Background: an optimization exercise with open tools, aiming at a short achievable clock period and few clock cycles per item. Do not read the settings as production practice. Only simulation tests tie the RTL to the original design; equivalence was not proved. In runs 3 and 4 the design's own scripts or RTL, not TritonCTS, make the clock network. The clock input has no modelled driver; a real chip could not lean on it and would need a root buffer or a full tree. Power and IR drop assume default switching activity.

==> flow/run.sh <==
#!/bin/bash
# synth_recipe.tcl (not shown) runs the flow's synth.tcl, then flattens the netlist and writes it again
# the make line also repeats each setting of config.mk as NAME=value (left out here)
make -C /OpenROAD-flow-scripts/flow DESIGN_CONFIG=/design/flow/config.mk WORK_HOME=/design/flow/orfs CLKGATE_MAP_FILE= SYNTH_SCRIPT=/design/flow/synth_recipe.tcl finish
==> flow/config.mk <==
export PLATFORM = sky130hd
export DESIGN_NAME = primReplayTop
export DESIGN_NICKNAME = primReplayTop
export VERILOG_FILES = /design/flow/design.v
export SDC_FILE = /design/flow/constraint.sdc
export NUM_CORES = 4
export LEC_CHECK = 0
export CAP_MARGIN = 20
export CORE_MARGIN = 2
export CORE_UTILIZATION = 40
export SLEW_MARGIN = 20
==> flow/constraint.sdc <==
create_clock -name core_clock -period 5.0 [get_ports {OSC_50_BANK6}]
set_input_delay 1.0000 -clock core_clock [delete_from_list [all_inputs] [get_ports {OSC_50_BANK6}]]
set_output_delay 1.0000 -clock core_clock [all_outputs]
set_load 0.01 [all_outputs]
==> flow/design.v <==
`timescale 1ns/1ps
package primTypesPkg;
   typedef logic [64-1:0] primWord_t;
   typedef logic [2:0] laneIdx_t;
   typedef logic [5-1:0] fillLevel_t;   
   typedef logic [5-1:0] laneMask_t;     
endpackage
`timescale 1ns/1ps
package ctrlTypesPkg;
   typedef enum logic [1:0] {
      Idle  = 2'd0,
      Hold  = 2'd1,
      Clear = 2'd2,    
      Armed = 2'd3
   } rstPhase_t;
   typedef enum logic [1:0] {
      None = 2'b00,
      Eob  = 2'b10,    
      Sob  = 2'b11     
   } burstMark_t;
endpackage
`timescale 1ns/1ps
module replayController (
   input  logic                    OSC_50_BANK6,
   input  logic                    rstN,
   input  logic                    hostReq,
   input  primTypesPkg::laneIdx_t  hostLane,
   input  primTypesPkg::primWord_t hostData,
   input  logic                    ctrlStart,
   input  logic                    startButtonN,
   input  logic [3:0]              detectorUnderInit,
   input  logic                    clearActive,
   input  primTypesPkg::laneMask_t txDone,      
   output logic                    hostAck,
   output logic                    burst,
   output primTypesPkg::laneMask_t refillIrq,
   output primTypesPkg::laneMask_t polling,
   output logic                    acceptOk,    
   output logic                    stgAcc,      
   output primTypesPkg::laneIdx_t  stgLane,
   output primTypesPkg::primWord_t stgData
);
   logic                    laneOk;
   logic                    room;
   logic                    accept;
   primTypesPkg::laneMask_t full;
   primTypesPkg::laneMask_t low;
   primTypesPkg::laneMask_t inc;
   primTypesPkg::fillLevel_t fill [5];
   assign laneOk = (hostLane < 5);
   assign room   = !laneOk || !full[hostLane];    
   assign accept   = hostReq && !hostAck && !clearActive && room;
   assign acceptOk = accept && laneOk;
   always_ff @(posedge OSC_50_BANK6 or negedge rstN) begin
      if (!rstN) begin
         hostAck <= 1'b0;
      end else if (accept) begin
         hostAck <= 1'b1;
      end else if (!hostReq) begin
         hostAck <= 1'b0;    
      end
   end
   always_ff @(posedge OSC_50_BANK6 or negedge rstN) begin
      if (!rstN) begin
         stgAcc <= 1'b0;
      end else begin
         stgAcc <= acceptOk;
      end
   end
   always_ff @(posedge OSC_50_BANK6) begin
      stgLane <= hostLane;
      stgData <= hostData;
   end
   for (genvar i = 0; i < 5; i++) begin : gFill
      assign inc[i]  = stgAcc && (stgLane == primTypesPkg::laneIdx_t'(i));
      assign full[i] = fill[i][5-1];    
      assign low[i]  = !fill[i][4] && !fill[i][3] && !(inc[i] && (&fill[i][2:0]));
      always_ff @(posedge OSC_50_BANK6 or negedge rstN) begin
         if (!rstN) begin
            fill[i] <= '0;
         end else if (clearActive) begin
            fill[i] <= '0;
         end else begin
            case ({inc[i], txDone[i]})
               2'b10:   fill[i] <= fill[i] + 1'b1;
               2'b01:   fill[i] <= fill[i] - 1'b1;
               default: fill[i] <= fill[i];
            endcase
         end
      end
   end
   assign burst = ctrlStart | ~startButtonN;    
   always_ff @(posedge OSC_50_BANK6 or negedge rstN) begin
      if (!rstN) begin
         refillIrq <= '0;
         polling   <= '0;
      end else if (burst) begin
         refillIrq <= low;
         polling   <= low;
      end else begin
         refillIrq <= primTypesPkg::laneMask_t'(detectorUnderInit);
         polling   <= '0;
      end
   end
endmodule
`timescale 1ns/1ps
module primLaneBank (
   input  logic                    OSC_50_BANK6,
   input  logic                    rstN,
   input  logic                    clear,      
   input  primTypesPkg::laneMask_t wrEn,       
   input  primTypesPkg::primWord_t wrData,
   input  primTypesPkg::laneMask_t rdEn,       
   output logic [5-1:0][64-1:0] head,
   output primTypesPkg::laneMask_t nonEmptyNext    
);
   for (genvar i = 0; i < 5; i++) begin : gLane
      primTypesPkg::primWord_t  ent [16];
      primTypesPkg::fillLevel_t occ;
      logic [16-1:0]   atTail;     
      logic [16-1:0]   atTail1;    
      for (genvar j = 0; j < 16; j++) begin : gDec
         assign atTail[j]  = wrEn[i] && (occ == primTypesPkg::fillLevel_t'(j));
         assign atTail1[j] = wrEn[i] && (occ == primTypesPkg::fillLevel_t'(j + 1));
      end
      assign nonEmptyNext[i] = !clear && (wrEn[i] || (occ > primTypesPkg::fillLevel_t'(1))
                                          || ((occ == primTypesPkg::fillLevel_t'(1)) && !rdEn[i]));
      always_ff @(posedge OSC_50_BANK6 or negedge rstN) begin
         if (!rstN) begin
            occ <= '0;
         end else if (clear) begin
            occ <= '0;
         end else begin
            case ({wrEn[i], rdEn[i]})
               2'b10:   occ <= occ + 1'b1;
               2'b01:   occ <= occ - 1'b1;
               default: occ <= occ;
            endcase
         end
      end
      for (genvar j = 0; j < 16; j++) begin : gEnt
         always_ff @(posedge OSC_50_BANK6) begin
            if (rdEn[i]) begin
               if (atTail1[j]) begin
                  ent[j] <= wrData;
               end else if (j < 16 - 1) begin
                  ent[j] <= ent[(j < 16 - 1) ? j + 1 : j];
               end
            end else if (atTail[j]) begin
               ent[j] <= wrData;
            end
         end
      end
      assign head[i] = ent[0];
   end
endmodule
`timescale 1ns/1ps
module laneDrainArbiter (
   input  logic                    OSC_50_BANK6,
   input  logic                    rstN,
   input  logic                    txReady,
   input  logic                    clearActive,
   output logic                    txValid,
   output primTypesPkg::primWord_t txData,
   output primTypesPkg::laneIdx_t  txLane,
   output primTypesPkg::laneMask_t txDone,     
   input  logic                    acceptOk,
   input  primTypesPkg::laneIdx_t  hostLane,
   input  primTypesPkg::primWord_t hostData,
   input  primTypesPkg::laneIdx_t  stgLane,
   input  primTypesPkg::primWord_t stgData,
   output primTypesPkg::laneMask_t wrEn,
   output primTypesPkg::laneMask_t rdEn,
   input  logic [5-1:0][64-1:0] head,
   input  primTypesPkg::laneMask_t nonEmptyNext
);
   primTypesPkg::laneMask_t selLane;    
   logic      selStg;                   
   logic      selHost;                  
   logic      stgPend;                  
   logic      tCounted;                 
   logic      tFree;
   logic      tLoad;
   logic      stgPendNext;
   logic      anyNext;
   primTypesPkg::laneMask_t selLaneNext;
   primTypesPkg::primWord_t srcData;
   primTypesPkg::laneIdx_t  srcLane;
   logic      srcValid;
   assign tFree = !txValid || txReady;
   assign tLoad = tFree && !clearActive;
   assign rdEn = tLoad ? selLane : '0;
   for (genvar i = 0; i < 5; i++) begin : gWr
      assign wrEn[i] = stgPend && !(tLoad && selStg) && (stgLane == primTypesPkg::laneIdx_t'(i));
      assign txDone[i] = txValid && txReady && tCounted && (txLane == primTypesPkg::laneIdx_t'(i));
   end
   assign stgPendNext = acceptOk && !(tLoad && selHost);
   always_comb begin
      selLaneNext = '0;
      for (int i = 5 - 1; i >= 0; i--) begin
         if (nonEmptyNext[i]) begin
            selLaneNext = primTypesPkg::laneMask_t'(1) << i;
         end
      end
   end
   assign anyNext = |nonEmptyNext;
   always_ff @(posedge OSC_50_BANK6 or negedge rstN) begin
      if (!rstN) begin
         selLane <= '0;
         selStg  <= 1'b0;
         selHost <= 1'b1;
         stgPend <= 1'b0;
      end else begin
         selLane <= selLaneNext;
         selStg  <= !anyNext && stgPendNext;
         selHost <= !anyNext && !stgPendNext;
         stgPend <= stgPendNext;
      end
   end
   always_comb begin
      srcData = selHost ? hostData : '0;
      srcLane = selHost ? hostLane : '0;
      if (selStg) begin
         srcData = srcData | stgData;
         srcLane = srcLane | stgLane;
      end
      for (int i = 0; i < 5; i++) begin
         if (selLane[i]) begin
            srcData = srcData | head[i];
            srcLane = srcLane | primTypesPkg::laneIdx_t'(i);
         end
      end
   end
   assign srcValid = selHost ? acceptOk : 1'b1;
   always_ff @(posedge OSC_50_BANK6 or negedge rstN) begin
      if (!rstN) begin
         txValid  <= 1'b0;
         tCounted <= 1'b0;
         txData   <= '0;
         txLane   <= '0;
      end else begin
         if (tFree) begin
            txValid  <= srcValid && !clearActive;
            tCounted <= 1'b1;
            txData   <= srcData;
            txLane   <= srcLane;
         end
         if (clearActive) begin
            tCounted <= 1'b0;    
         end
      end
   end
endmodule
`timescale 1ns/1ps
module burstMarkerGen (
   input  logic OSC_50_BANK6,
   input  logic rstN,
   input  logic burst,
   output logic ECRST,
   output logic BCRST,
   output logic syncOut
);
   localparam int CntW = $clog2(4 + 1);
   logic            burstQ;
   logic            burstPrev;
   logic [CntW-1:0] markCnt;      
   ctrlTypesPkg::burstMark_t      mark;
   always_ff @(posedge OSC_50_BANK6 or negedge rstN) begin
      if (!rstN) begin
         burstQ    <= 1'b0;
         burstPrev <= 1'b0;
         markCnt   <= '0;
         mark      <= ctrlTypesPkg::None;
      end else begin
         burstQ    <= burst;
         burstPrev <= burstQ;
         if (burstQ != burstPrev) begin    
            mark    <= burstQ ? ctrlTypesPkg::Sob : ctrlTypesPkg::Eob;
            markCnt <= CntW'(4 - 1);
         end else if (markCnt != '0) begin
            markCnt <= markCnt - 1'b1;
         end else begin
            mark <= ctrlTypesPkg::None;
         end
      end
   end
   assign {ECRST, BCRST} = mark;
   assign syncOut        = burstQ;    
endmodule
`timescale 1ns/1ps
module resetSequencer (
   input  logic OSC_50_BANK6,
   input  logic rstN,
   input  logic rearmCmd,
   output logic clearActive,
   output logic sysReady
);
   localparam int CntW = $clog2(650 + 1);
   ctrlTypesPkg::rstPhase_t phase;
   ctrlTypesPkg::rstPhase_t phaseNext;
   logic [CntW-1:0] cycleCnt;    
   logic [CntW-1:0] cycleCntNext;
   always_comb begin
      phaseNext    = phase;
      cycleCntNext = cycleCnt;
      case (phase)
         ctrlTypesPkg::Idle: begin
            cycleCntNext = '0;
            phaseNext    = ctrlTypesPkg::Hold;
         end
         ctrlTypesPkg::Hold: begin
            if (cycleCnt < CntW'(200)) begin
               cycleCntNext = cycleCnt + 1'b1;
            end else begin
               phaseNext = ctrlTypesPkg::Clear;
            end
         end
         ctrlTypesPkg::Clear: begin
            if (cycleCnt < CntW'(650)) begin
               cycleCntNext = cycleCnt + 1'b1;
            end else begin
               phaseNext = ctrlTypesPkg::Armed;
            end
         end
         default: begin    
            if (rearmCmd) begin
               phaseNext = ctrlTypesPkg::Idle;
            end
         end
      endcase
   end
   always_ff @(posedge OSC_50_BANK6 or negedge rstN) begin
      if (!rstN) begin
         phase       <= ctrlTypesPkg::Idle;
         cycleCnt    <= '0;
         clearActive <= 1'b0;
         sysReady    <= 1'b0;
      end else begin
         phase       <= phaseNext;
         cycleCnt    <= cycleCntNext;
         clearActive <= (phaseNext == ctrlTypesPkg::Clear);
         sysReady    <= (phaseNext == ctrlTypesPkg::Armed);
      end
   end
endmodule
`timescale 1ns/1ps
module primReplayTop (
   input  logic                    OSC_50_BANK6,
   input  logic                    rstN,
   input  logic                    hostReq,
   input  primTypesPkg::laneIdx_t  hostLane,
   input  primTypesPkg::primWord_t hostData,
   input  logic                    ctrlStart,
   input  logic                    startButtonN,
   input  logic                    rearmCmd,
   input  logic [3:0]              detectorUnderInit,
   input  logic                    txReady,
   output logic                    hostAck,
   output logic                    txValid,
   output primTypesPkg::primWord_t txData,
   output primTypesPkg::laneIdx_t  txLane,
   output primTypesPkg::laneMask_t refillIrq,
   output primTypesPkg::laneMask_t polling,
   output logic                    ECRST,
   output logic                    BCRST,
   output logic                    syncOut,
   output logic                    sysReady
);
   logic burst;
   logic clearActive;    
   logic                                   acceptOk;
   logic                                   stgAcc;
   primTypesPkg::laneIdx_t                 stgLane;
   primTypesPkg::primWord_t                stgData;
   primTypesPkg::laneMask_t                txDone;
   primTypesPkg::laneMask_t                wrEn;
   primTypesPkg::laneMask_t                rdEn;
   logic [5-1:0][64-1:0] head;
   primTypesPkg::laneMask_t                nonEmptyNext;
   resetSequencer resetSeq0 (
      .OSC_50_BANK6 (OSC_50_BANK6),
      .rstN         (rstN),
      .rearmCmd     (rearmCmd),
      .clearActive  (clearActive),
      .sysReady     (sysReady)
   );
   replayController controller0 (
      .OSC_50_BANK6      (OSC_50_BANK6),
      .rstN              (rstN),
      .hostReq           (hostReq),
      .hostLane          (hostLane),
      .hostData          (hostData),
      .ctrlStart         (ctrlStart),
      .startButtonN      (startButtonN),
      .detectorUnderInit (detectorUnderInit),
      .clearActive       (clearActive),
      .txDone            (txDone),
      .hostAck           (hostAck),
      .burst             (burst),
      .refillIrq         (refillIrq),
      .polling           (polling),
      .acceptOk          (acceptOk),
      .stgAcc            (stgAcc),
      .stgLane           (stgLane),
      .stgData           (stgData)
   );
   primLaneBank laneBank0 (
      .OSC_50_BANK6 (OSC_50_BANK6),
      .rstN         (rstN),
      .clear        (clearActive),
      .wrEn         (wrEn),
      .wrData       (stgData),
      .rdEn         (rdEn),
      .head         (head),
      .nonEmptyNext (nonEmptyNext)
   );
   laneDrainArbiter drainArb0 (
      .OSC_50_BANK6 (OSC_50_BANK6),
      .rstN         (rstN),
      .txReady      (txReady),
      .clearActive  (clearActive),
      .txValid      (txValid),
      .txData       (txData),
      .txLane       (txLane),
      .txDone       (txDone),
      .acceptOk     (acceptOk),
      .hostLane     (hostLane),
      .hostData     (hostData),
      .stgLane      (stgLane),
      .stgData      (stgData),
      .wrEn         (wrEn),
      .rdEn         (rdEn),
      .head         (head),
      .nonEmptyNext (nonEmptyNext)
   );
   burstMarkerGen markerGen0 (
      .OSC_50_BANK6 (OSC_50_BANK6),
      .rstN         (rstN),
      .burst        (burst),
      .ECRST        (ECRST),
      .BCRST        (BCRST),
      .syncOut      (syncOut)
   );
endmodule
==> flow_summary.toml, run 1 <==
[timing]
maxSlewHeadroom_pct = 12.6
rsz0062_at_grt = "no"
count_of_pins_over_their_slew_limit = 0
max_slew.worst_pin.slew_ns = 1.31
report.final.setup_viol = 0
max_freq_ghz = 0.239
final_min_period_over_clock_period_pct = 83.6
worst_clock_skew_ns = 0.0811
final_hold_fails = 0
finalCriticalPeriod_ns = 4.18
whs_ns = 0.407

[power]
post-layout-total-power_mw = 132
power_leakage_nw = 93.2
ir_worst_vdd_uv = 373
powerDensity_nw_per_um2 = 551

[route]
via_per_inst = 6.42
wirelength_microns = 803000
remaining_drc_errors = 0
wl_per_cell_microns = 30.4
route.vias.total = 169381
antenna_violating_nets_post_route = 0
initialDrtViolationCount = 21076
drt-pass1-iter-count = 12

[worst_setup_path]
critPathMostFrequentCell = "buf_4"
setup.worst_path.class = "reg2reg"
endpoint_type_of_the_worst_setup_path = "flop"
critical_path_rt_ns = 5.87
startpoint_type = "flop"
cp_slowest_stage_delay_ns = 1.09
worst_path_dominant_cell_family = "compound AO/OA/AOI/OAI gates"
timing.critical_path.cells = "nand2b_1, o211ai_1, buf_4, buf_4, o21ai_4, buf_12, o22ai_1, a21oi_1"
critical-path-slowest-cell = "o211ai_1"
cp_data_arrival_time_ns = 5.05
critical_path.n_buffers_inverters = 3
path_max_fanout = 64

[synth]
netlist_top_cells_area = "dfxtp_1, o221a_2, edfxtp_1, or3_1, clkbuf_1"
synth_sequential_area_ratio_pct = 53.9
yosys_warnings = 11
synthCells = 20034
syn-cell-area_sq_um = 212000
synthesis.nets = 20170
ys_types = 96
ys_async_sr_fraction_pct = 2.97
synth_top_flop_cell = "dfxtp_1"
syn-mean-instance-area_sq_um = 10.6
area_leader_netlist = "dfxtp_1"
synth_enable_flop_cells = 640
synth.top_cell.area_share_pct = 43.0
post_synthesis_register_bit_count = 5346
yosys.cell_count.top_type = "dfxtp_1"
synth.cells.most_frequent = "dfxtp_1, o221a_2, clkbuf_1"

[grt]
grt_overflow = 0
groute.usage.overall_pct = 28.6
grt_max_degree = 141
grt_pass1_vias = 160502
grt_antenna_before_repair = 60
grt_first_pass_wirelength_microns = 1160000

[placed_design]
placed_cell_area_sq_um = 221000
placed_cells = 25291
detailedPlacementHpwl_microns = 488000
io_buffers = 160
gp_congestion = 0.906

[layout]
multiInputGateArea_sq_um = 88700
layout.filler_cells = 48381
syn_to_final_growth_pct = 13.4
final_net_count = 19011
instances_no_fill = 26365
postLayoutCellArea_sq_um = 240000
sequential_cell_area_in_the_final_layout_sq_um = 114000
layout.core_utilization_pct = 45.5
drive_above_1_share_pct = 23.2

[clock_tree]
cts.htree.levels = 6
tritoncts = "yes"
clkSinkCount = 5346
cts-root-buf = "clkbuf_16"
cts-buffers-inserted = 574
clock_tree.buffer_depth = 4
worstSkewPairLatency_ns = 1.11
cts.hold.buffers_added = 1
cts_resized = 0
clk_transition_reported_paths_ns = 0.06
post_cts.repair.setup_buffers = 0

[flow_run]
maxCapViolations = 0

[run_status]
outcome = "finished clean"

[floorplan]
fp.coreArea_sq_um = 528000
std_cell_rows = 267
design.portCount = 161
initial_cell_density_of_the_core_pct = 40.1
die_height_microns = 732
die_w_microns = 732
die_area_sq_um = 535000

[hold_path]
worst_hold_check_path_type = "in2reg"
[state kept, by name, summed over array words and instances, names as in the netlist, 5 cells and up]
name	flops
resetSeq0.cycleCnt	10
drainArb0.txData	64
laneBank0.gLane.occ	25
controller0.refillIrq	5
controller0.fill	25
laneBank0.gLane.ent	5120
drainArb0.selLane	5
controller0.stgData	64
[final timing paths]
path                                             from                            end  slack [ns]  depth (start not counted)
worst min-delay path                      hostData[3]         controller0.stgData[3]        0.41                          1
min in group asynchronous                        rstN           markerGen0.burstPrev        0.52                          2
worst max register to register  resetSeq0.clearActive  laneBank0.gLane[4].ent[4][44]        0.82                          8
max in group asynchronous                        rstN           drainArb0.txData[31]        3.12                          3
worst max-delay path            resetSeq0.clearActive  laneBank0.gLane[4].ent[4][44]        0.82                          8
worst min register to register      markerGen0.burstQ           markerGen0.burstPrev        0.41                          0
[logic make-up after synthesis]
logic type	count (synthesis)	synth area share, %
AOI/OAI and AO/OA	5815	24.1
and+or+nand+nor	5581	13.7
DFF	5346	53.9
buffers and inverters	2643	4.86
muxes	553	2.92
adders and majority gates	59	0.365
xor gates and xnor gates	37	0.153
[per-stage QoR]
stage                     setup WS, ns  setup TNS (ns)
after global routing             0.842               0
final                            0.821               0
after CTS                         1.04               0
after global placement           0.492               0
after floorplan                 -0.568          -72.08
after detailed placement         0.489               0
[where the power goes]
| group | internal [mW] | leakage [nW] | total, mW | switching (mW) |
|---|---|---|---|---|
| combinational | 14.1 | 38.0 | 24.2 | 10.1 |
| clock | 25.2 | 9.48 | 43.7 | 18.6 |
| sequential | 56.0 | 45.6 | 64.4 | 8.48 |
[per-layer routing]
metal  GRT usage [%]  share of wire (%)
met1            38.1                 41
met4            17.9                7.2
met2            42.0                 42
met3            6.26                9.9
met5               0              0.011
[layout make-up]
cell class,instances,share of cell area [%]
tap,6994,3.64
multi-input combinational,12045,36.9
clock buffer,865,7.10
clock inverter,191,0.957
sequential,5346,47.7
antenna,16,0.0167
timing repair buffer,723,3.42
inverter,185,0.290
[placed cells by master (no fill, tap or decap), drive strengths merged, types with 65 or more instances in the layout]
| cell type | netlist | layout |
|---|---|---|
| dfxtp | 4547 | 4547 |
| o221a | 2240 | 2240 |
| or3 | 1734 | 1734 |
| nor2 | 1300 | 1300 |
| o22ai | 1156 | 1156 |
| nand2 | 892 | 892 |
| clkbuf | 2121 | 865 |
| edfxtp | 640 | 640 |
| a21oi | 569 | 569 |
| buf | 337 | 563 |
| nand2b | 535 | 535 |
| mux2 | 524 | 524 |
| and3 | 478 | 478 |
| a221o | 448 | 448 |
| nor3 | 339 | 339 |
| inv | 182 | 211 |
| o21ai | 181 | 181 |
| clkdlybuf4s50 | 0 | 159 |
| dfrtp | 158 | 158 |
| clkinv | 3 | 135 |
| o21a | 129 | 129 |
| a22o | 129 | 129 |
| a22oi | 128 | 128 |
| a211oi | 88 | 88 |
| a21o | 84 | 84 |
| a31oi | 78 | 78 |
| and2 | 77 | 77 |
| o211ai | 75 | 75 |
| nor4 | 73 | 73 |
| o221ai | 67 | 67 |
| a221oi | 66 | 66 |
| a32oi | 66 | 66 |
| o22a | 66 | 66 |
| a211o | 65 | 65 |
Testbench counts, summed over its fixed seeds: cycles 23,760, items 9,584.
==> run 2, diff against run 1 <==
--- a/flow/design.v
+++ b/flow/design.v
@@ -116,24 +116,23 @@
 );
    for (genvar i = 0; i < 5; i++) begin : gLane
       primTypesPkg::primWord_t  ent [16];
-      primTypesPkg::fillLevel_t occ;
+      logic [16:0]     occ;        
       logic [16-1:0]   atTail;     
       logic [16-1:0]   atTail1;    
       for (genvar j = 0; j < 16; j++) begin : gDec
-         assign atTail[j]  = wrEn[i] && (occ == primTypesPkg::fillLevel_t'(j));
-         assign atTail1[j] = wrEn[i] && (occ == primTypesPkg::fillLevel_t'(j + 1));
+         assign atTail[j]  = wrEn[i] && occ[j];
+         assign atTail1[j] = wrEn[i] && occ[j + 1];
       end
-      assign nonEmptyNext[i] = !clear && (wrEn[i] || (occ > primTypesPkg::fillLevel_t'(1))
-                                          || ((occ == primTypesPkg::fillLevel_t'(1)) && !rdEn[i]));
+      assign nonEmptyNext[i] = !clear && (wrEn[i] || !(occ[0] || occ[1]) || (occ[1] && !rdEn[i]));
       always_ff @(posedge OSC_50_BANK6 or negedge rstN) begin
          if (!rstN) begin
-            occ <= '0;
+            occ <= (16+1)'(1);
          end else if (clear) begin
-            occ <= '0;
+            occ <= (16+1)'(1);
          end else begin
             case ({wrEn[i], rdEn[i]})
-               2'b10:   occ <= occ + 1'b1;
-               2'b01:   occ <= occ - 1'b1;
+               2'b10:   occ <= occ << 1;
+               2'b01:   occ <= occ >> 1;
                default: occ <= occ;
             endcase
          end
@@ -160,6 +159,7 @@
    input  logic                    rstN,
    input  logic                    txReady,
    input  logic                    clearActive,
+   input  logic                    clearNext,
    output logic                    txValid,
    output primTypesPkg::primWord_t txData,
    output primTypesPkg::laneIdx_t  txLane,
@@ -178,23 +178,36 @@
    logic      selStg;                   
    logic      selHost;                  
    logic      stgPend;                  
+   logic      take;                     
+   primTypesPkg::laneMask_t popLane;    
    logic      tCounted;                 
+   logic      skValid;                  
+   primTypesPkg::primWord_t skData;
+   primTypesPkg::laneIdx_t  skLane;
    logic      tFree;
-   logic      tLoad;
+   logic      hold;
    logic      stgPendNext;
    logic      anyNext;
+   logic      skValidNext;
+   logic      takeNext;
    primTypesPkg::laneMask_t selLaneNext;
    primTypesPkg::primWord_t srcData;
    primTypesPkg::laneIdx_t  srcLane;
    logic      srcValid;
+   primTypesPkg::laneMask_t wrEnNext;
+   primTypesPkg::primWord_t tIn;
+   primTypesPkg::laneIdx_t  tInLane;
+   primTypesPkg::primWord_t tShData;
+   primTypesPkg::laneIdx_t  tShLane;
    assign tFree = !txValid || txReady;
-   assign tLoad = tFree && !clearActive;
-   assign rdEn = tLoad ? selLane : '0;
+   assign hold  = txValid && !txReady;
+   assign rdEn = popLane;
    for (genvar i = 0; i < 5; i++) begin : gWr
-      assign wrEn[i] = stgPend && !(tLoad && selStg) && (stgLane == primTypesPkg::laneIdx_t'(i));
-      assign txDone[i] = txValid && txReady && tCounted && (txLane == primTypesPkg::laneIdx_t'(i));
+      assign wrEnNext[i] = stgPendNext && !(takeNext && !anyNext)
+                           && (hostLane == primTypesPkg::laneIdx_t'(i));
+      assign txDone[i] = txValid && txReady && tCounted && (tShLane == primTypesPkg::laneIdx_t'(i));
    end
-   assign stgPendNext = acceptOk && !(tLoad && selHost);
+   assign stgPendNext = acceptOk && !(take && selHost);
    always_comb begin
       selLaneNext = '0;
       for (int i = 5 - 1; i >= 0; i--) begin
@@ -204,19 +217,6 @@
       end
    end
    assign anyNext = |nonEmptyNext;
-   always_ff @(posedge OSC_50_BANK6 or negedge rstN) begin
-      if (!rstN) begin
-         selLane <= '0;
-         selStg  <= 1'b0;
-         selHost <= 1'b1;
-         stgPend <= 1'b0;
-      end else begin
-         selLane <= selLaneNext;
-         selStg  <= !anyNext && stgPendNext;
-         selHost <= !anyNext && !stgPendNext;
-         stgPend <= stgPendNext;
-      end
-   end
    always_comb begin
       srcData = selHost ? hostData : '0;
       srcLane = selHost ? hostLane : '0;
@@ -232,24 +232,66 @@
       end
    end
    assign srcValid = selHost ? acceptOk : 1'b1;
+   assign skValidNext = !clearActive && !tFree && (skValid || (take && srcValid));
+   assign takeNext    = !skValidNext && !clearNext;
+   always_ff @(posedge OSC_50_BANK6 or negedge rstN) begin
+      if (!rstN) begin
+         selLane <= '0;
+         selStg  <= 1'b0;
+         selHost <= 1'b1;
+         stgPend <= 1'b0;
+         take    <= 1'b0;
+         popLane <= '0;
+         wrEn    <= '0;
+         skValid <= 1'b0;
+      end else begin
+         selLane <= selLaneNext;
+         selStg  <= !anyNext && stgPendNext;
+         selHost <= !anyNext && !stgPendNext;
+         stgPend <= stgPendNext;
+         take    <= takeNext;
+         popLane <= takeNext ? selLaneNext : '0;
+         wrEn    <= wrEnNext;
+         skValid <= skValidNext;
+      end
+   end
+   always_ff @(posedge OSC_50_BANK6) begin
+      if (!skValid) begin
+         skData <= srcData;
+         skLane <= srcLane;
+      end
+   end
    always_ff @(posedge OSC_50_BANK6 or negedge rstN) begin
       if (!rstN) begin
          txValid  <= 1'b0;
          tCounted <= 1'b0;
-         txData   <= '0;
-         txLane   <= '0;
       end else begin
-         if (tFree) begin
-            txValid  <= srcValid && !clearActive;
-            tCounted <= 1'b1;
-            txData   <= srcData;
-            txLane   <= srcLane;
-         end
          if (clearActive) begin
+            txValid  <= hold;
             tCounted <= 1'b0;    
+         end else begin
+            txValid  <= hold || skValid || (take && srcValid);
+            if (tFree) begin
+               tCounted <= 1'b1;
+            end
          end
       end
    end
+   assign tIn     = skValid ? skData : srcData;
+   assign tInLane = skValid ? skLane : srcLane;
+   always_ff @(posedge OSC_50_BANK6) begin
+      txData <= hold ? tShData : tIn;
+      txLane <= hold ? tShLane : tInLane;
+   end
+   always_ff @(posedge OSC_50_BANK6 or negedge rstN) begin
+      if (!rstN) begin
+         tShData <= '0;
+         tShLane <= '0;
+      end else if (!hold) begin
+         tShData <= tIn;
+         tShLane <= tInLane;
+      end
+   end
 endmodule
 `timescale 1ns/1ps
 module burstMarkerGen (
@@ -293,6 +335,7 @@
    input  logic rstN,
    input  logic rearmCmd,
    output logic clearActive,
+   output logic clearNext,      
    output logic sysReady
 );
    localparam int CntW = $clog2(650 + 1);
@@ -329,6 +372,7 @@
          end
       endcase
    end
+   assign clearNext = (phaseNext == ctrlTypesPkg::Clear);
    always_ff @(posedge OSC_50_BANK6 or negedge rstN) begin
       if (!rstN) begin
          phase       <= ctrlTypesPkg::Idle;
@@ -338,7 +382,7 @@
       end else begin
          phase       <= phaseNext;
          cycleCnt    <= cycleCntNext;
-         clearActive <= (phaseNext == ctrlTypesPkg::Clear);
+         clearActive <= clearNext;
          sysReady    <= (phaseNext == ctrlTypesPkg::Armed);
       end
    end
@@ -368,6 +412,7 @@
 );
    logic burst;
    logic clearActive;    
+   logic clearNext;
    logic                                   acceptOk;
    logic                                   stgAcc;
    primTypesPkg::laneIdx_t                 stgLane;
@@ -382,6 +427,7 @@
       .rstN         (rstN),
       .rearmCmd     (rearmCmd),
       .clearActive  (clearActive),
+      .clearNext    (clearNext),
       .sysReady     (sysReady)
    );
    replayController controller0 (
@@ -419,6 +465,7 @@
       .rstN         (rstN),
       .txReady      (txReady),
       .clearActive  (clearActive),
+      .clearNext    (clearNext),
       .txValid      (txValid),
       .txData       (txData),
       .txLane       (txLane),
--- a/flow/config.mk
+++ b/flow/config.mk
@@ -5,7 +5,11 @@
 export SDC_FILE = /design/flow/constraint.sdc
 export NUM_CORES = 4
 export LEC_CHECK = 0
+export ABC_CLOCK_PERIOD_IN_PS = 1500
 export CAP_MARGIN = 20
 export CORE_MARGIN = 2
-export CORE_UTILIZATION = 40
+export CORE_UTILIZATION = 45
+export CTS_CLUSTER_DIAMETER = 200
+export CTS_CLUSTER_SIZE = 30
+export SETUP_SLACK_MARGIN = 2.5
 export SLEW_MARGIN = 20
==> run 2 against run 1 <==
Effect of this change: still clean; die area fell by 2.6%; worst setup slack improved by 1.5 ns; global-route usage decreased by 3.4 points; total power fell by 25%; design area is 2.5% higher; critical path type is now reg2out; largest cell class unchanged; highest routed layer is now met4.
==> flow_summary.toml, run 2 <==
[run_status]
outcome = "finished clean"

[synth]
netlist_top_cells_area = "dfxtp_1, mux2i_1, nor3_1, edfxtp_1, nor2_1"
synth_enable_flop_cells = 640
synth_top_flop_cell = "dfxtp_1"
syn-cell-area_sq_um = 232000
yosys_warnings = 11
synthesis.nets = 24427
area_leader_netlist = "dfxtp_1"
syn-mean-instance-area_sq_um = 9.54
synth_sequential_area_ratio_pct = 51.2
synthCells = 24321
ys_async_sr_fraction_pct = 4.14
synth.cells.most_frequent = "nor3_1, dfxtp_1, mux2i_1"
yosys.cell_count.top_type = "nor3_1"
ys_types = 77
synth.top_cell.area_share_pct = 40.4
post_synthesis_register_bit_count = 5551

[layout]
highest_count_cells_in_the_layout_ignoring_fill_and_taps = "nor3_1, dfxtp_1, mux2i_1"
postLayoutCellArea_sq_um = 246000
final_net_count = 22730
largest_register_ff_count = 5120
layout_top_registers = "laneBank0.gLane.ent (5120), laneBank0.gLane.occ (85)"
syn_to_final_growth_pct = 6.12
instances_no_fill = 29537
layout.core_utilization_pct = 48.0
top_register = "laneBank0.gLane.ent"
drive_above_1_share_pct = 8.75
final_common_cell = "nor3_1"

[route]
drt-pass1-iter-count = 9
route.vias.total = 173180
antenna_violating_nets_post_route = 0
via_per_inst = 5.86
wirelength_microns = 695000
initialDrtViolationCount = 18110
remaining_drc_errors = 0
wl_per_cell_microns = 23.5

[timing]
max_slew.worst_pin.slew_ns = 1.20
report.final.setup_viol = 0
final_hold_fails = 0
final_min_period_over_clock_period_pct = 52.8
finalCriticalPeriod_ns = 2.64
maxSlewHeadroom_pct = 19.9
timing.final.ws_setup_ns = 2.36
max_freq_ghz = 0.379
whs_ns = 0.438
worst_clock_skew_ns = 0.0749
count_of_pins_over_their_slew_limit = 0
rsz0062_at_grt = "yes"
final.setup.tns_ns = 0

[floorplan]
die_height_microns = 722
design.portCount = 161
fp.coreArea_sq_um = 513000
die_w_microns = 722
initial_cell_density_of_the_core_pct = 45.2
die_area_sq_um = 521000
std_cell_rows = 263

[hold_path]
worstHoldStart = "hostData[52]"
worst_hold_check_path_type = "in2reg"

[clock_tree]
cts-buffers-inserted = 207
clk_transition_reported_paths_ns = 0.12
clkSinkCount = 5551
cts.htree.levels = 4
worstSkewPairLatency_ns = 1.03
cts-root-buf = "clkbuf_16"
clock_tree.buffer_depth = 4
tritoncts = "yes"

[power]
ir_worst_vdd_uv = 325
power_leakage_nw = 102
powerDensity_nw_per_um2 = 403
post-layout-total-power_mw = 99.3

[worst_setup_path]
setup.worst_path.class = "reg2out"
cp_data_arrival_time_ns = 1.64
timing.critical_path.cells = "buf_2"
worst_path_dominant_cell_family = "flip-flops"
cp_slowest_stage_delay_ns = 0.45
endpoint_type_of_the_worst_setup_path = "output port"
cp-startpoint = "controller0.refillIrq[4]"
worst_flop_to_flop_path_startpoint = "drainArb0.selStg"
startpoint_type = "flop"
path_max_fanout = 2
critical_path_rt_ns = 4.00
critical-path-slowest-cell = "dfrtp_1"
critical_path.n_buffers_inverters = 1

[grt]
grt_max_degree = 204
grt_pass1_vias = 160119
grt_first_pass_wirelength_microns = 1050000
grt_overflow = 0
grt_antenna_before_repair = 17
groute.usage.overall_pct = 25.2

[placed_design]
detailedPlacementHpwl_microns = 405000
placed_cell_area_sq_um = 236000
gp_congestion = 0.838
placed_cells = 28954
pre_cts_ws_ns = 1.28
io_buffers = 160

[flow_run]
maxCapViolations = 0
[run 2: cell count changes after synthesis, moves of 264 or more]
cell      before   now
nor2_1      1300  2905
a211oi_1      85   523
or3_1       1734     3
a221o_1      448     2
nor3_1       337  7175
nand2_1      892   137
a21oi_1      568   193
and3_1       478   156
mux2i_1       29  3629
nand2b_1     534    46
buf_1         71   335
o22ai_1     1156     2
o221a_2     2214     0
[run 2: path summary, 6_finish.rpt]
| check | endpoint | slack (ns) | cells after the start |
|---|---|---|---|
| worst max-delay path | polling[4] | 2.36 | 1 |
| worst min-delay path | controller0.stgData[52] | 0.44 | 1 |
| worst max register to register | drainArb0.tShData[40] | 2.39 | 5 |
| worst min register to register | drainArb0.skData[13] | 0.46 | 1 |
| max in group asynchronous | drainArb0.tShLane[0] | 3.33 | 3 |
| min in group asynchronous | resetSeq0.cycleCnt[6] | 0.57 | 2 |
[run 2: repair_timing]
action | CTS | global route
gates cloned | 65 | 25
resized for setup | 637 | 118
buffers inserted | 81 | 44
endpoints found under the hold margin | 64 | 0
endpoints found under the setup margin | 4612 | 1694
pin swaps | 28 | 30
hold buffers | 1 | 0
[run 2: final cells by class]
cell class | count | area (sq um)
antenna | 3 | 7.51
timing repair buffer | 669 | 7920
multi-input combinational | 16176 | 105000
fill | 47753 | 267000
inverter | 19 | 113
sequential | 5551 | 119000
tap | 6757 | 8450
clock buffer | 357 | 5890
clock inverter | 5 | 65.1
[run 2: where the power goes]
group	internal, mW	leakage (nW)	switching [mW]
Combinational	7.97	51.6	9.28
Sequential	54.7	47.4	4.80
Clock	8.19	2.84	14.3
Total	70.9	102	28.4
[run 2: per-layer routing]
layer	vias to the layer above	GRT usage, %	part of all wire (%)
li1	82820	-	-
met1	84081	36.9	46
met2	5343	38.7	44
met3	936	2.55	6.0
met4	0	8.52	3.9
met5	-	0	0
[run 2: logic make-up after synthesis]
kind of cell / Yosys count / synth area share, %
fa+ha+maj: 28 / 0.167
simple gates: 10644 / 21.6
xor+xnor: 25 / 0.0944
mux: 4343 / 19.1
buf+inv: 2665 / 4.57
compound gates: 1065 / 3.33
flops: 5551 / 51.2
Testbench counts of run 2, summed over its fixed seeds: cycles 23,760, items 9,584.
==> run 3, diff against run 2 <==
==> flow/flow/run.sh (new file) <==
#!/bin/bash
# The standard layout, with the clock tree built by pre_cts.tcl instead of TritonCTS.
# make's output goes to make_finish.log here; each ORFS step keeps its own log
# under orfs/logs.
set -euo pipefail
work=$(pwd)
bash standard.sh PRE_CTS_TCL="$work/flow/pre_cts.tcl" finish > "$work/make_finish.log" 2>&1
==> flow/flow/clock_plan.py (new file) <==
#!/usr/bin/env python3
"""Plan a clock tree bottom-up for pre_cts.tcl.

Usage: clock_plan.py sinks.txt plan.txt SPEC
sinks.txt holds 'index x y' lines (um). SPEC is a comma list of cell:fanout from the
leaf level up; the last level is the single root driver. Each level splits the loads
below it (sinks, or the drivers of the level below) into groups of near equal size by
recursive cuts across the longer side of their bounding box, and places a driver at
each group's centroid."""
import math
import sys


def bisect(pts, ids, k):
    if k <= 1:
        return [ids]
    xs = [pts[i][0] for i in ids]
    ys = [pts[i][1] for i in ids]
    axis = 0 if (max(xs) - min(xs)) >= (max(ys) - min(ys)) else 1
    order = sorted(ids, key=lambda i: pts[i][axis])
    k1 = k // 2
    n1 = int(round(len(ids) * k1 / k))
    return bisect(pts, order[:n1], k1) + bisect(pts, order[n1:], k - k1)


def main():
    ids, pts = [], []
    for line in open(sys.argv[1]):
        i, x, y = line.split()
        ids.append(i)
        pts.append((float(x), float(y)))
    spec = [(c, int(f)) for c, f in (s.split(":") for s in sys.argv[3].split(","))]
    weight = [1.0] * len(pts)
    below = [("sink", i) for i in ids]
    out = []
    for lvl, (cell, cap) in enumerate(spec):
        n = len(pts)
        k = 1 if lvl == len(spec) - 1 else max(1, math.ceil(n / cap))
        groups = bisect(pts, list(range(n)), k)
        cen, wts = [], []
        for gi, g in enumerate(groups):
            w = sum(weight[m] for m in g)
            cx = sum(pts[m][0] * weight[m] for m in g) / w
            cy = sum(pts[m][1] * weight[m] for m in g) / w
            cen.append((cx, cy))
            wts.append(w)
            out.append(f"drv {lvl} {gi} {cell} {cx:.2f} {cy:.2f}")
            for m in g:
                out.append(f"load {lvl} {gi} {below[m][0]} {below[m][1]}")
        sizes = [len(g) for g in groups]
        print(f"level {lvl} {cell}: {len(groups)} drivers, fanout {min(sizes)}-{max(sizes)}")
        pts, weight = cen, wts
        below = [(f"L{lvl}", gi) for gi in range(len(groups))]
    with open(sys.argv[2], "w") as f:
        f.write("\n".join(out) + "\n")


main()
==> flow/flow/pre_cts.tcl (new file) <==
# Sourced by ORFS's cts.tcl before clock tree synthesis (PRE_CTS_TCL). Replaces
# TritonCTS's tree with a shallower one: clkbuf_16 leaf drivers over groups of
# flip-flops, fed by four levels of clkinv_16 (an even count, so the flip-flops
# see the clock's own polarity). Every flip-flop is the same number of cells from
# the clock port, and the groups at each level are of near equal size and placed
# at their loads' centroid, so the tree stays balanced.
set ::mycts_dir [file dirname [file normalize [info script]]]
set ::mycts_spec "clkbuf_16:26,clkinv_8:4,clkinv_16:4,clkinv_16:4,clkinv_16:0"

proc my_clock_tree { args } {
  set db [ord::get_db]
  set block [ord::get_db_block]
  set clk_src [lindex [get_property [lindex [all_clocks] 0] sources] 0]
  set clk_net [$block findNet [get_full_name $clk_src]]
  set dbu [$block getDbUnitsPerMicron]
  set tmp [file join $::env(RESULTS_DIR) clock_sinks.txt]
  set plan [file join $::env(RESULTS_DIR) clock_plan.txt]
  set f [open $tmp w]
  set sinks {}
  foreach it [$clk_net getITerms] {
    set inst [$it getInst]
    set box [$inst getBBox]
    set x [expr {([$box xMin] + [$box xMax]) / 2.0 / $dbu}]
    set y [expr {([$box yMin] + [$box yMax]) / 2.0 / $dbu}]
    puts $f "[llength $sinks] $x $y"
    lappend sinks $it
  }
  close $f
  puts [exec python3 [file join $::mycts_dir clock_plan.py] $tmp $plan $::mycts_spec]
  foreach it $sinks { $it disconnect }
  set pf [open $plan r]
  set lines [split [read $pf] "\n"]
  close $pf
  set nlev 0
  foreach line $lines {
    if { [lindex $line 0] ne "drv" } { continue }
    lassign $line kind lvl gi cell x y
    set master [$db findMaster sky130_fd_sc_hd__$cell]
    set name "clktree_l${lvl}_${gi}"
    set inst [odb::dbInst_create $block $master $name]
    $inst setLocation [expr {int($x * $dbu)}] [expr {int($y * $dbu)}]
    $inst setPlacementStatus PLACED
    set out [odb::dbNet_create $block "${name}_net"]
    $out setSigType CLOCK
    set opin [expr {[string match *inv* $cell] ? "Y" : "X"}]
    [$inst findITerm $opin] connect $out
    set drv_net($lvl,$gi) $out
    set drv_in($lvl,$gi) [$inst findITerm A]
    if { $lvl + 1 > $nlev } { set nlev [expr {$lvl + 1}] }
  }
  foreach line $lines {
    if { [lindex $line 0] ne "load" } { continue }
    lassign $line kind lvl gi what id
    if { $what eq "sink" } {
      [lindex $sinks $id] connect $drv_net($lvl,$gi)
    } else {
      $drv_in([string range $what 1 end],$id) connect $drv_net($lvl,$gi)
    }
  }
  $drv_in([expr {$nlev - 1}],0) connect $clk_net
  $clk_net setSigType CLOCK
  global_connect
  set_propagated_clock [all_clocks]
  puts "clock tree: $nlev levels, [llength $sinks] sinks"
}

rename clock_tree_synthesis tritoncts_clock_tree_synthesis
proc clock_tree_synthesis { args } { my_clock_tree }
==> flow/standard.sh (new file) <==
#!/bin/bash
# synth_recipe.tcl (not shown) runs the flow's synth.tcl, then flattens the netlist and writes it again
# the make line also repeats each setting of config.mk as NAME=value (left out here)
make -C /OpenROAD-flow-scripts/flow DESIGN_CONFIG=/design/flow/config.mk WORK_HOME=/design/flow/orfs CLKGATE_MAP_FILE= SYNTH_SCRIPT=/design/flow/synth_recipe.tcl "${@:-finish}"
removed: flow/run.sh
==> run 3 against run 2 <==
Effect of this change: highest routed layer unchanged; clock skew grew 0.0090 ns; global-route usage down 0.32 points; sequential power hardly changed; cell count down 0.31%; maximum frequency is 1.4% higher; synthesized cell count is the same; combinational power is essentially flat; clock power is 7% higher; core utilization grew 0.067 points; die area unchanged; first-iteration DRC count is 1.3% lower.
==> flow_summary.toml, run 3 <==
[grt]
grt_antenna_before_repair = 16
grt_max_degree = 205
grt_overflow = 0
groute.usage.overall_pct = 24.9
grt_pass1_vias = 159950
grt_first_pass_wirelength_microns = 1040000

[synth]
synth_enable_flop_cells = 640
area_leader_netlist = "dfxtp_1"
synth_top_flop_cell = "dfxtp_1"
post_synthesis_register_bit_count = 5551
netlist_top_cells_area = "dfxtp_1, mux2i_1, nor3_1, edfxtp_1, nor2_1"
synthesis.nets = 24427
yosys_warnings = 11
syn-cell-area_sq_um = 232000
synth.cells.most_frequent = "nor3_1, dfxtp_1, mux2i_1"
yosys.cell_count.top_type = "nor3_1"
syn-mean-instance-area_sq_um = 9.54
synth_sequential_area_ratio_pct = 51.2
ys_types = 77
ys_async_sr_fraction_pct = 4.14
synthCells = 24321
synth.top_cell.area_share_pct = 40.4

[timing]
final_hold_fails = 0
final.setup.tns_ns = 0
report.final.setup_viol = 0
worst_clock_skew_ns = 0.0839
finalCriticalPeriod_ns = 2.60
rsz0062_at_grt = "yes"
final_min_period_over_clock_period_pct = 52.1
max_slew.worst_pin.slew_ns = 1.21
count_of_pins_over_their_slew_limit = 0
max_freq_ghz = 0.384
maxSlewHeadroom_pct = 19.5

[route]
wirelength_microns = 694000
drt-pass1-iter-count = 10
via_per_inst = 5.88
antenna_violating_nets_post_route = 0
initialDrtViolationCount = 17870
route.vias.total = 173113
wl_per_cell_microns = 23.6
remaining_drc_errors = 0

[layout]
final_common_cell = "nor3_1"
top_register = "laneBank0.gLane.ent"
layout.filler_cells = 47666
largest_register_ff_count = 5120
final_net_count = 22788
highest_count_cells_in_the_layout_ignoring_fill_and_taps = "nor3_1, dfxtp_1, mux2i_1"
layout_top_registers = "laneBank0.gLane.ent (5120), laneBank0.gLane.occ (85)"
drive_above_1_share_pct = 8.52
postLayoutCellArea_sq_um = 247000
syn_to_final_growth_pct = 6.27

[placed_design]
io_buffers = 160
gp_congestion = 0.838
detailedPlacementHpwl_microns = 405000
placed_cell_area_sq_um = 236000

[worst_setup_path]
path_max_fanout = 25
critical_path_rt_ns = 5.70
cp_data_arrival_time_ns = 3.30
startpoint_type = "flop"
worst_flop_to_flop_path_startpoint = "drainArb0.selLane[4]"
endpoint_type_of_the_worst_setup_path = "flop"
worstReg2RegEnd = "drainArb0.tShData[50]"
r2r_cells = 5
setup.worst_path.class = "reg2reg"
r2r_slack_ns = 2.40

[flow_run]
maxCapViolations = 0

[run_status]
outcome = "finished clean"

[floorplan]
die_area_sq_um = 521000
design.portCount = 161
fp.coreArea_sq_um = 513000
die_w_microns = 722
initial_cell_density_of_the_core_pct = 45.2
std_cell_rows = 263
die_height_microns = 722

[power]
post-layout-total-power_mw = 100
ir_worst_vdd_uv = 299
power_leakage_nw = 102
powerDensity_nw_per_um2 = 407

[hold_path]
worst_hold_check_path_type = "in2async"

[clock_tree]
worstSkewPairLatency_ns = 0.84
clk_transition_reported_paths_ns = 0.10
==> run 3: cell counts after synthesis <==
No cell type changed its count.
==> run 3: where the power goes <==
part / switching [mW] / internal, mW / leakage, nW
logic: 9.25 / 7.77 / 51.3
clock network: 15.5 / 8.50 / 3.23
registers: 4.74 / 54.7 / 47.4
total: 29.5 / 71.0 / 102
==> run 3: kinds of logic (layout without fill, tap and decap cells) <==
| group | count (synthesis) | count (layout) | share of synthesized area [%] |
|---|---|---|---|
| compound gates | 1065 | 1065 | 3.33 |
| xor+xnor | 25 | 25 | 0.0944 |
| fa+ha+maj | 28 | 28 | 0.167 |
| buf+inv | 2665 | 953 | 4.57 |
| flops | 5551 | 5551 | 51.2 |
| mux | 4343 | 4343 | 19.1 |
| other cells | 0 | 7 | 0 |
| simple gates | 10644 | 10715 | 21.6 |
==> run 3: metal layers <==
metal | GRT usage, % | part of all wire, % | up-vias
li1 | - | - | 82822
met1 | 36.7 | 46 | 83860
met2 | 38.1 | 44 | 5411
met3 | 2.47 | 6.1 | 1020
met4 | 8.02 | 4.0 | 0
met5 | 0 | 0 | -
==> run 3: what timing repair did <==
action,in CTS,in global routing
setup endpoints to repair,4664,2094
gates resized for setup,346,130
hold buffers,0,0
pin swaps,29,22
buffers inserted,59,48
gates cloned,50,37
==> run 3: worst max-delay path by stage <==
stage,start,endpoint,cells after the start
after global placement,txReady,controller0.fill[0][4],9
after floorplan,txReady,controller0.fill[3][4],9
after detailed placement,txReady,controller0.fill[3][4],10
after CTS,drainArb0.wrEn[2],laneBank0.gLane[2].ent[0][20],4
after global routing,drainArb0.popLane[3],laneBank0.gLane[3].ent[2][60],4
final,drainArb0.selLane[4],drainArb0.tShData[50],5
==> run 3: final cells by class <==
class	count	area (sq um)	area share, %
Timing Repair Buffer	647	7480	3.03
Tap cell	6757	8450	3.43
Sequential cell	5551	119000	48.3
Inverter	92	1570	0.635
Buffer	214	5360	2.17
Multi-Input combinational cell	16176	105000	42.4
Antenna cell	7	17.5	0.00710
==> run 3: metrics by stage <==
step	utilization (%)	hold slack, ns	worst slack (ns)	std cells
global route	48.0	0.217	2.40	29438
floorplan	-	0.422	2.19	24321
finish	48.0	0.235	2.40	29444
CTS	47.8	0.189	2.45	29350
global placement	46.0	0.395	1.17	28954
detailed placement	46.0	0.401	1.28	28954
==> run 3: worst max-delay path, cell delays in order, from the launching register on <==
cell and delay [ns]:
dfrtp_4 0.59, buf_12 0.22, a222oi_1 0.71, nand4_1 0.45, o21a_1 0.25, mux2_2 0.27
==> run 4, diff against run 3 <==
--- a/flow/design.v
+++ b/flow/design.v
@@ -43,13 +43,14 @@
    logic                    laneOk;
    logic                    room;
    logic                    accept;
+   logic                    ackN;        
    primTypesPkg::laneMask_t full;
    primTypesPkg::laneMask_t low;
    primTypesPkg::laneMask_t inc;
    primTypesPkg::fillLevel_t fill [5];
    assign laneOk = (hostLane < 5);
    assign room   = !laneOk || !full[hostLane];    
-   assign accept   = hostReq && !hostAck && !clearActive && room;
+   assign accept   = hostReq && ackN && !clearActive && room;
    assign acceptOk = accept && laneOk;
    always_ff @(posedge OSC_50_BANK6 or negedge rstN) begin
       if (!rstN) begin
@@ -62,6 +63,15 @@
    end
    always_ff @(posedge OSC_50_BANK6 or negedge rstN) begin
       if (!rstN) begin
+         ackN <= 1'b1;
+      end else if (accept) begin
+         ackN <= 1'b0;
+      end else if (!hostReq) begin
+         ackN <= 1'b1;
+      end
+   end
+   always_ff @(posedge OSC_50_BANK6 or negedge rstN) begin
+      if (!rstN) begin
          stgAcc <= 1'b0;
       end else begin
          stgAcc <= acceptOk;
@@ -185,6 +195,8 @@
    primTypesPkg::primWord_t skData;
    primTypesPkg::laneIdx_t  skLane;
    logic      tFree;
+   logic      vldN;                     
+   logic      tValidNext;
    logic      hold;
    logic      stgPendNext;
    logic      anyNext;
@@ -199,13 +211,13 @@
    primTypesPkg::laneIdx_t  tInLane;
    primTypesPkg::primWord_t tShData;
    primTypesPkg::laneIdx_t  tShLane;
-   assign tFree = !txValid || txReady;
-   assign hold  = txValid && !txReady;
+   assign tFree = vldN || txReady;
+   assign hold  = !vldN && !txReady;
    assign rdEn = popLane;
    for (genvar i = 0; i < 5; i++) begin : gWr
       assign wrEnNext[i] = stgPendNext && !(takeNext && !anyNext)
                            && (hostLane == primTypesPkg::laneIdx_t'(i));
-      assign txDone[i] = txValid && txReady && tCounted && (tShLane == primTypesPkg::laneIdx_t'(i));
+      assign txDone[i] = !vldN && txReady && tCounted && (tShLane == primTypesPkg::laneIdx_t'(i));
    end
    assign stgPendNext = acceptOk && !(take && selHost);
    always_comb begin
@@ -261,19 +273,19 @@
          skLane <= srcLane;
       end
    end
+   assign tValidNext = hold || (!clearActive && (skValid || (take && srcValid)));
    always_ff @(posedge OSC_50_BANK6 or negedge rstN) begin
       if (!rstN) begin
          txValid  <= 1'b0;
+         vldN     <= 1'b1;
          tCounted <= 1'b0;
       end else begin
+         txValid <= tValidNext;
+         vldN    <= !tValidNext;
          if (clearActive) begin
-            txValid  <= hold;
             tCounted <= 1'b0;    
-         end else begin
-            txValid  <= hold || skValid || (take && srcValid);
-            if (tFree) begin
-               tCounted <= 1'b1;
-            end
+         end else if (tFree) begin
+            tCounted <= 1'b1;
          end
       end
    end
@@ -304,20 +316,23 @@
 );
    localparam int CntW = $clog2(4 + 1);
    logic            burstQ;
+   logic            burstQN;      
    logic            burstPrev;
    logic [CntW-1:0] markCnt;      
    ctrlTypesPkg::burstMark_t      mark;
    always_ff @(posedge OSC_50_BANK6 or negedge rstN) begin
       if (!rstN) begin
          burstQ    <= 1'b0;
+         burstQN   <= 1'b1;
          burstPrev <= 1'b0;
          markCnt   <= '0;
          mark      <= ctrlTypesPkg::None;
       end else begin
          burstQ    <= burst;
-         burstPrev <= burstQ;
-         if (burstQ != burstPrev) begin    
-            mark    <= burstQ ? ctrlTypesPkg::Sob : ctrlTypesPkg::Eob;
+         burstQN   <= !burst;
+         burstPrev <= !burstQN;
+         if (!burstQN != burstPrev) begin    
+            mark    <= !burstQN ? ctrlTypesPkg::Sob : ctrlTypesPkg::Eob;
             markCnt <= CntW'(4 - 1);
          end else if (markCnt != '0) begin
             markCnt <= markCnt - 1'b1;
--- a/flow/flow/pre_cts.tcl
+++ b/flow/flow/pre_cts.tcl
@@ -5,9 +5,47 @@
 # the clock port, and the groups at each level are of near equal size and placed
 # at their loads' centroid, so the tree stays balanced.
 set ::mycts_dir [file dirname [file normalize [info script]]]
-set ::mycts_spec "clkbuf_16:26,clkinv_8:4,clkinv_16:4,clkinv_16:4,clkinv_16:0"
+set ::mycts_spec "clkbuf_16:26,clkinv_8:5,clkinv_16:5,clkinv_16:3,clkinv_16:0"
+
+# Put each flip-flop that drives an output port (through its port buffer) next
+# to that buffer, so the register-to-port paths are short. The detailed
+# placement that follows in cts.tcl legalizes the moved cells.
+proc pull_port_registers { } {
+  set block [ord::get_db_block]
+  set moved 0
+  foreach bt [$block getBTerms] {
+    if { [$bt getIoType] ne "OUTPUT" } { continue }
+    set net [$bt getNet]
+    if { $net eq "NULL" } { continue }
+    set buf ""
+    foreach it [$net getITerms] {
+      if { [$it isOutputSignal] } { set buf [$it getInst] }
+    }
+    if { $buf eq "" } { continue }
+    set in_net ""
+    foreach it [$buf getITerms] {
+      if { [$it isInputSignal] } { set in_net [$it getNet] }
+    }
+    if { $in_net eq "" || $in_net eq "NULL" } { continue }
+    set reg ""
+    foreach it [$in_net getITerms] {
+      if { [$it isOutputSignal] } { set reg [$it getInst] }
+    }
+    if { $reg eq "" || ![[$reg getMaster] isSequential] } { continue }
+    set bb [$buf getBBox]
+    set w [[$reg getMaster] getWidth]
+    set bx [$bb xMin]
+    set by [$bb yMin]
+    set core [$block getCoreArea]
+    if { $bx - $w >= [$core xMin] } { set x [expr {$bx - $w}] } else { set x [$bb xMax] }
+    $reg setLocation $x $by
+    incr moved
+  }
+  puts "moved $moved port registers next to their port buffers"
+}
 
 proc my_clock_tree { args } {
+  pull_port_registers
   set db [ord::get_db]
   set block [ord::get_db_block]
   set clk_src [lindex [get_property [lindex [all_clocks] 0] sources] 0]
--- a/flow/config.mk
+++ b/flow/config.mk
@@ -9,7 +9,5 @@
 export CAP_MARGIN = 20
 export CORE_MARGIN = 2
 export CORE_UTILIZATION = 45
-export CTS_CLUSTER_DIAMETER = 200
-export CTS_CLUSTER_SIZE = 30
-export SETUP_SLACK_MARGIN = 2.5
+export SETUP_SLACK_MARGIN = 2.8
 export SLEW_MARGIN = 20
==> run 4 against run 3 <==
Effect of this change: total power down 5.1%; register-to-register slack lost 0.18 ns; cell count shrank 3.1%; design area is 4.6% higher; synthesized cell count fell by 7.3%; via count decreased by 3.4%; core utilization is 2.0 points higher; sequential cell count increased by 3; critical path type unchanged; critical endpoint is now drainArb0.txData[36]; largest power group unchanged.
==> flow_summary.toml, run 4 <==
[hold_path]
worst_hold_check_path_type = "in2async"

[grt]
grt_overflow = 0
grt_first_pass_wirelength_microns = 1060000
use_met1_pct = 36.3
globalRoute.busiestLayer = "met2"
grt_antenna_before_repair = 22
grt_pass1_vias = 155136
use_met3_pct = 2.78
grt_max_degree = 129
groute.layer.met2.usage_pct = 41.1
groute.usage.overall_pct = 25.9

[synth]
ys_async_sr_fraction_pct = 4.20
yosys_warnings = 11
post_synthesis_register_bit_count = 5554
synthesis.nets = 22662
yosys.cell_count.top_type = "mux2i_1"
synth_enable_flop_cells = 640
synthCells = 22556
synth.cells.most_frequent = "mux2i_1, nor3_1, dfxtp_1"
netlist_top_cells_area = "dfxtp_1, mux2i_1, nor3_1, edfxtp_1, mux2_2"
synth_sequential_area_ratio_pct = 51.0
syn-mean-instance-area_sq_um = 10.3
synth_top_flop_cell = "dfxtp_1"
synth.top_cell.area_share_pct = 40.3
area_leader_netlist = "dfxtp_1"
syn-cell-area_sq_um = 233000
ys_types = 66

[flow_run]
maxCapViolations = 0

[route]
drt-pass1-iter-count = 8
remaining_drc_errors = 0
wl_per_cell_microns = 25.7
route.vias.total = 167310
via_per_inst = 5.86
initialDrtViolationCount = 17156
antenna_violating_nets_post_route = 0
wirelength_microns = 733000

[worst_setup_path]
worst_path_dominant_cell_family = "compound AO/OA/AOI/OAI gates"
path_max_fanout = 5
worstReg2RegEnd = "drainArb0.txData[36]"
critical_path_rt_ns = 5.67
cp_slowest_stage_delay_ns = 1.16
worst_flop_to_flop_path_startpoint = "drainArb0.selLane[0]"
cp_data_arrival_time_ns = 3.46
critical_path.n_buffers_inverters = 0
critical-path-slowest-cell = "a222oi_1"
worst-path-stages = 4
r2r_slack_ns = 2.21
setup.worst_path.class = "reg2reg"
r2r_cells = 4
startpoint_type = "flop"
endpoint_type_of_the_worst_setup_path = "flop"
timing.critical_path.cells = "a222oi_1, nand3_1, mux2_2, mux2_4"

[layout]
layout.core_utilization_pct = 50.0
instances_no_fill = 28528
layout.filler_cells = 46532
multiInputGateArea_sq_um = 108000
syn_to_final_growth_pct = 10.9
final_common_cell = "mux2i_1"
postLayoutCellArea_sq_um = 258000
top_register = "laneBank0.gLane.ent"
layout_top_registers = "laneBank0.gLane.ent (5120), laneBank0.gLane.occ (85)"
largest_register_ff_count = 5120
drive_above_1_share_pct = 12.1
sequential_cell_area_in_the_final_layout_sq_um = 119000
highest_count_cells_in_the_layout_ignoring_fill_and_taps = "mux2i_1, nor3_1, dfxtp_1"
final_net_count = 21709

[timing]
whs_ns = 0.142
report.final.setup_viol = 0
final_min_period_over_clock_period_pct = 55.7
final.setup.tns_ns = 0
rsz0062_at_grt = "yes"
finalCriticalPeriod_ns = 2.79
max_slew.worst_pin.slew_ns = 1.33
worst_clock_skew_ns = 0.0683
timing.final.ws_setup_ns = 2.21
final_hold_fails = 0
count_of_pins_over_their_slew_limit = 0
max_freq_ghz = 0.359
maxSlewHeadroom_pct = 11.4

[placed_design]
placed_cells = 27583
detailedPlacementHpwl_microns = 372000
pre_cts_ws_ns = 1.26
io_buffers = 160
placed_cell_area_sq_um = 238000
gp_congestion = 0.810

[floorplan]
die_area_sq_um = 523000
std_cell_rows = 264
initial_cell_density_of_the_core_pct = 45.1
design.portCount = 161
die_w_microns = 723
die_height_microns = 723
fp.coreArea_sq_um = 516000

[clock_tree]
cts.hold.buffers_added = 0
clk_transition_reported_paths_ns = 0.10
worstSkewPairLatency_ns = 0.82

[power]
post-layout-total-power_mw = 95.3
ir_worst_vdd_uv = 278
power_leakage_nw = 117
powerDensity_nw_per_um2 = 370

[run_status]
outcome = "finished clean"
==> run 4: cell types whose count changed in the layout (fill, tap and decap cells not counted), sizes merged, moves of 57 or more <==
cell / change
a21oi: +134
and3: +131
buf: +404
mux2: +63
mux2i: +1555
nand3: +57
nand4: -65
nor2: -933
nor3: -2391
o21a: -66
==> run 4: worst max path at each step <==
| stage | start | to |
|---|---|---|
| after detailed placement | txReady | controller0.fill[4][4] |
| after global routing | drainArb0.selLane[1] | drainArb0.tShData[41] |
| after CTS | drainArb0.selLane[0] | drainArb0.tShData[36] |
| after global placement | txReady | controller0.fill[4][4] |
| after floorplan | txReady | controller0.fill[4][4] |
| final | drainArb0.selLane[0] | drainArb0.txData[36] |
==> run 4: cell type report <==
cell class | count | area share [%]
flip-flops and latches | 5554 | 46.2
repair buffers | 1049 | 5.85
plain buffers | 214 | 2.08
well taps | 6916 | 3.35
multi-input cells | 14693 | 42.0
diodes | 11 | 0.0107
inverters | 87 | 0.496
repair inverters | 4 | 0.0136
==> run 4: what timing repair did <==
item	in CTS	in global routing
resized for setup	1058	387
buffers inserted	247	165
pin swaps	172	118
endpoints found under the setup margin	6010	2706
cloned	174	78
==> run 4: report_power, final <==
| part | total [mW] | switching, mW | leakage (nW) | internal (mW) |
|---|---|---|---|---|
| logic | 15.1 | 8.06 | 66.3 | 7.05 |
| registers | 56.7 | 3.74 | 47.7 | 53.0 |
| clock network | 23.5 | 15.2 | 3.08 | 8.30 |
| total | 95.3 | 27.0 | 117 | 68.3 |
==> run 4: layer usage <==
layer | up-vias | part of all wire [%]
met5 | - | 0.0072
met4 | 8 | 4.9
met3 | 1120 | 6.2
met2 | 5478 | 45
met1 | 82006 | 44
li1 | 78698 | -
==> run 4: kinds of logic (layout without fill, tap and decap cells) <==
group / Yosys count / after routing / share of synthesized area (%)
AO/OA/AOI/OAI: 1150 / 1151 / 3.43
XOR/XNOR: 25 / 25 / 0.0941
adder cells (fa/ha/maj): 28 / 28 / 0.167
buffers and inverters: 2428 / 1354 / 4.14
flip-flops: 5554 / 5554 / 51.0
multiplexers: 5961 / 5961 / 26.1
other: 0 / 11 / 0
AND/OR/NAND/NOR: 7410 / 7528 / 15.1
==> run 4: worst register-to-register path: cells and delay by family (launching register included) <==
family          cells  cell delay (ns)
compound gates      1             1.18
mux                 2             0.69
flops               1             0.60
simple gates        1             0.18
Testbench counts of run 4, summed over its fixed seeds: cycles 23,760, items 9,584.

what the ideal ports hide:
The flow's constraints put no driver on any port. The routed layouts listed below were extracted and timed again, unchanged, in two steps.
Step 1 sets driving cells, clkbuf_16 on the clock port and buf_2 on the other inputs (assumed; they add their load-dependent delay and slew).
Step 2 adds t to the input delays and takes it off the output delays; t is the mean of the earliest and latest rising clock arrival at the registers after step 1. Input paths then give back, and output paths get back, about the clock's delay inside the block.
Three values: no drivers, after step 1, after step 2; two values: the first two.
run	t (ns)	setup slack, ns	slew at the worst register clock pin (ns)	worst slew at a driven data input, ns
run 1	1.207	0.821 / 0.821 / 0.233	0.07 / 0.07	0.17
run 2	1.124	2.360 / 2.239 / 1.658	0.13 / 0.13	0.17
run 3	0.944	2.397 / 2.397 / 1.696	0.11 / 0.11	0.17
run 4	0.946	2.215 / 2.215 / 1.762	0.11 / 0.11	0.12
After both steps every run listed still meets setup and hold. For run 2, which loses most, drivers alone change the setup slack by -0.121 ns; drivers and shift together by -0.702 ns.
